This design comes from an exercise in tuning for small area on the open sky130 flow, not from production work.
Only simulation tests tie the RTL to the original design; equivalence was not proved.
Power is estimated from default activity; no workload was simulated. No driver is modelled on the clock port, so clocking that relies on it looks cheaper here than on a real chip.

==> module pcSequencer, before the edit <==
module pcSequencer (
	input  logic        clk,
	input  logic        rst,
	input  logic        instrValid,
	input  logic [31:0] instr,
	input  logic        aluValid,
	input  logic [4:0]  aluDest,
	input  logic [31:0] aluData,
	input  logic        aluCarry,
	output logic        nextPcValid,
	output logic [31:0] nextPc,
	output logic        branchTaken
);
	logic [1:0] cSrc;
	logic       cPol, cReg, cLink;
	always_comb begin
		cSrc  = 2'd0;
		cPol  = 1'b0;
		cReg  = 1'b0;
		cLink = 1'b0;
		case (instr[31:29])
			3'b001: begin
				cPol = 1'b1;
				cReg = 1'b1;
			end
			3'b010: begin
				case (instr[28:26])
					3'd0: cPol = 1'b1;
					3'd1: begin
						cPol  = 1'b1;
						cLink = 1'b1;
					end
					3'd2: cSrc = 2'd1;
					3'd3: begin
						cSrc = 2'd1;
						cPol = 1'b1;
					end
					default: ;
				endcase
			end
			3'b100: begin
				case (instr[28:26])
					3'd0: cSrc = 2'd2;
					3'd1: cSrc = 2'd3;
					3'd2: begin
						cSrc = 2'd3;
						cPol = 1'b1;
					end
					default: ;
				endcase
			end
			default: ;
		endcase
	end
	logic        dValid;
	logic [1:0]  dSrc;
	logic        dPol, dReg, dLink;
	logic [23:0] dBits;
	always_ff @(posedge clk) begin
		dValid <= instrValid & ~rst;
		dSrc   <= cSrc;
		dPol   <= cPol;
		dReg   <= cReg;
		dLink  <= cLink;
		dBits  <= instr[23:0];
	end
	logic [31:0] regFile [0:31];
	logic        carryFlag;
	logic        linkValid;
	logic [31:0] linkData;
	logic [31:0] wrData;
	logic [31:0] wrData31;
	logic [31:0] wrEn;
	assign wrData   = aluData & {32{~rst}};
	assign wrData31 = (linkValid & ~rst) ? linkData : wrData;
	always_comb begin
		for (int i = 0; i < 31; i++) begin
			wrEn[i] = rst | (aluValid & (aluDest == 5'(i)));
		end
		wrEn[31] = rst | linkValid | (aluValid & (aluDest == 5'd31));
	end
	always_ff @(posedge clk) begin
		for (int i = 0; i < 31; i++) begin
			if (wrEn[i]) regFile[i] <= wrData;
		end
		if (wrEn[31]) regFile[31] <= wrData31;
	end
	always_ff @(posedge clk) begin
		if (rst | aluValid) carryFlag <= aluCarry & ~rst;
	end
	logic [31:0] rdSel;
	always_comb begin
		for (int i = 0; i < 32; i++) begin
			rdSel[i] = (dBits[23:19] == 5'(i));
		end
	end
	logic [31:0] rdGrpN [0:10];
	for (genvar g = 0; g < 10; g++) begin : gRdGrp
		for (genvar j = 0; j < 32; j++) begin : gBit
			aoi222 u_aoi (
				.a0 (rdSel[3*g]),   .b0 (regFile[3*g][j]),
				.a1 (rdSel[3*g+1]), .b1 (regFile[3*g+1][j]),
				.a2 (rdSel[3*g+2]), .b2 (regFile[3*g+2][j]),
				.y  (rdGrpN[g][j])
			);
		end
	end
	for (genvar j = 0; j < 32; j++) begin : gRdLast
		aoi22 u_aoi (
			.a0 (rdSel[30]), .b0 (regFile[30][j]),
			.a1 (rdSel[31]), .b1 (regFile[31][j]),
			.y  (rdGrpN[10][j])
		);
	end
	logic [31:0] rdData;
	always_comb begin
		rdData = '0;
		for (int g = 0; g < 11; g++) begin
			rdData = rdData | ~rdGrpN[g];
		end
	end
	logic srcVal;
	always_comb begin
		case (dSrc)
			2'd0: srcVal = 1'b0;
			2'd1: srcVal = carryFlag;
			2'd2: srcVal = rdData[31];
			default: srcVal = (rdData == '0);
		endcase
	end
	logic        fValid, fTaken, fLink;
	logic [31:0] fTarget;
	always_ff @(posedge clk) begin
		fValid  <= dValid & ~rst;
		fTaken  <= dPol ^ srcVal;
		fLink   <= dLink;
		fTarget <= dReg ? rdData : {8'd0, dBits[23:19] & {5{~dSrc[1]}}, dBits[18:0]};
	end
	logic [31:0] pcRegN;
	logic [31:0] pcReg;
	assign pcReg = ~pcRegN;
	logic [32:0] pcCarry;
	logic [31:0] pcPlusOne;
	assign pcCarry[0] = 1'b1;
	for (genvar j = 0; j < 32; j++) begin : gInc
		assign pcCarry[j+1] = pcCarry[j] & pcReg[j];
		assign pcPlusOne[j] = pcCarry[j] ^ pcReg[j];
	end
	logic selTarget, selStep, selHold;
	assign selTarget = ~rst & fValid & fTaken;
	assign selStep   = ~rst & fValid & ~fTaken;
	assign selHold   = ~rst & ~fValid;
	logic [31:0] pcNext;
	for (genvar j = 0; j < 32; j++) begin : gPcNext
		aoi222 u_aoi (
			.a0 (selTarget), .b0 (fTarget[j]),
			.a1 (selStep),   .b1 (pcPlusOne[j]),
			.a2 (selHold),   .b2 (pcReg[j]),
			.y  (pcNext[j])
		);
	end
	always_ff @(posedge clk) begin
		pcRegN      <= pcNext;
		nextPcValid <= fValid & ~rst;
		branchTaken <= fValid & fTaken & ~rst;
		linkValid   <= fValid & fLink & ~rst;
		linkData    <= pcPlusOne;
	end
	assign nextPc = pcReg;
endmodule
Settings: LEC_CHECK=0, CAP_MARGIN=20, CORE_MARGIN=2, CORE_UTILIZATION=60, PLACE_DENSITY=0.75, SLEW_MARGIN=20, SYNTH_HIERARCHICAL=1; clock period 8.0 ns.
standard.sh (not shown) runs the stock make flow with config.mk's settings and CLKGATE_MAP_FILE= SYNTH_SCRIPT=/design/flow/synth_recipe.tcl, a recipe that flattens the netlist after the stock synthesis.
==> flow/flow/run.sh <==
#!/bin/bash
# Standard ORFS layout with two changes: port buffers use the smallest
# buffer, and clock tree sinks are clustered in larger groups without
# dummy loads.
set -euo pipefail
cd "$(dirname "$0")/.."
bash standard.sh \
	"BUFFER_PORTS_ARGS=-buffer_cell sky130_fd_sc_hd__buf_1" \
	"CTS_ARGS=-sink_clustering_enable -repair_clock_nets -dont_use_dummy_load -sink_clustering_size 30 -sink_clustering_max_diameter 80" \
	finish > flow_make.log 2>&1
Then changed:
--- a/flow/design.v
+++ b/flow/design.v
@@ -72,14 +72,22 @@
 	logic [31:0] wrData;
 	logic [31:0] wrData31;
 	logic [31:0] wrEn;
-	assign wrData   = aluData & {32{~rst}};
-	assign wrData31 = (linkValid & ~rst) ? linkData : wrData;
-	always_comb begin
-		for (int i = 0; i < 31; i++) begin
-			wrEn[i] = rst | (aluValid & (aluDest == 5'(i)));
-		end
-		wrEn[31] = rst | linkValid | (aluValid & (aluDest == 5'd31));
-	end
+	logic rstN;
+	assign rstN = ~rst;
+	for (genvar j = 0; j < 32; j++) begin : gWrData
+		and2m u_and (.a (aluData[j]), .b (rstN), .y (wrData[j]));
+	end
+	assign wrData31 = (linkValid & rstN) ? linkData : wrData;
+	logic [3:0] wrHi;
+	logic [7:0] wrLo;
+	always_comb begin
+		for (int i = 0; i < 4; i++) wrHi[i] = aluValid & (aluDest[4:3] == 2'(i));
+		for (int i = 0; i < 8; i++) wrLo[i] = (aluDest[2:0] == 3'(i));
+	end
+	for (genvar i = 0; i < 31; i++) begin : gWrEn
+		ao21m u_ao (.a (wrHi[i/8]), .b (wrLo[i%8]), .c (rst), .y (wrEn[i]));
+	end
+	ao21m u_wrEn31 (.a (wrHi[3]), .b (wrLo[7]), .c (rst | linkValid), .y (wrEn[31]));
 	always_ff @(posedge clk) begin
 		for (int i = 0; i < 31; i++) begin
 			if (wrEn[i]) regFile[i] <= wrData;
@@ -89,11 +97,15 @@
 	always_ff @(posedge clk) begin
 		if (rst | aluValid) carryFlag <= aluCarry & ~rst;
 	end
+	logic [3:0] rdHi;
+	logic [7:0] rdLo;
+	always_comb begin
+		for (int i = 0; i < 4; i++) rdHi[i] = (dBits[23:22] == 2'(i));
+		for (int i = 0; i < 8; i++) rdLo[i] = (dBits[21:19] == 3'(i));
+	end
 	logic [31:0] rdSel;
-	always_comb begin
-		for (int i = 0; i < 32; i++) begin
-			rdSel[i] = (dBits[23:19] == 5'(i));
-		end
+	for (genvar i = 0; i < 32; i++) begin : gRdSel
+		and2m u_and (.a (rdHi[i/8]), .b (rdLo[i%8]), .y (rdSel[i]));
 	end
 	logic [31:0] rdGrpN [0:10];
 	for (genvar g = 0; g < 10; g++) begin : gRdGrp
@@ -148,9 +160,9 @@
 		assign pcPlusOne[j] = pcCarry[j] ^ pcReg[j];
 	end
 	logic selTarget, selStep, selHold;
-	assign selTarget = ~rst & fValid & fTaken;
-	assign selStep   = ~rst & fValid & ~fTaken;
-	assign selHold   = ~rst & ~fValid;
+	and3m u_selTarget (.a (rstN), .b (fValid), .c (fTaken),  .y (selTarget));
+	and3m u_selStep   (.a (rstN), .b (fValid), .c (~fTaken), .y (selStep));
+	and2m u_selHold   (.a (rstN), .b (~fValid),              .y (selHold));
 	logic [31:0] pcNext;
 	for (genvar j = 0; j < 32; j++) begin : gPcNext
 		aoi222 u_aoi (
@@ -181,3 +193,21 @@
 );
 	assign y = ~((a0 & b0) | (a1 & b1));
 endmodule
+module and2m (
+	input  logic a, b,
+	output logic y
+);
+	assign y = a & b;
+endmodule
+module and3m (
+	input  logic a, b, c,
+	output logic y
+);
+	assign y = a & b & c;
+endmodule
+module ao21m (
+	input  logic a, b, c,
+	output logic y
+);
+	assign y = (a & b) | c;
+endmodule
Result: Setup slack is better by 0.072 ns; die area is about the same; wire length rose by a few percent; clock-buffer cell count does not change; power is about the same; global-route usage is higher by 1.1 points; sequential power is about the same; critical path depth does not change; register-to-register slack gains 0.07 ns.

## re-timing with driven ports
The results above use ideal ports. As a check the final layouts listed here were re-extracted and re-timed, cells and wires unchanged.
Step 1 (the two cells are an assumption about what drives the block):
set clk [get_ports {clk}]
set_driving_cell -lib_cell sky130_fd_sc_hd__clkbuf_16 $clk
set_driving_cell -lib_cell sky130_fd_sc_hd__buf_2 [delete_from_list [all_inputs] $clk]
Step 2 times the ports against the registers' clock, not the clock port: input delays grow and output delays shrink by t, the midpoint of the rising clock arrivals with the driver on.
a / b / c = no drivers / after step 1 / after step 2; a / b = the first two.
run	t, ns	setup WS [ns]	worst data-port slew with drivers (ns)
the first run	0.675	1.410 / 1.410 / 1.410	0.08
the second run	0.681	1.483 / 1.483 / 1.483	0.13
After both steps setup and hold are still met in every run listed.
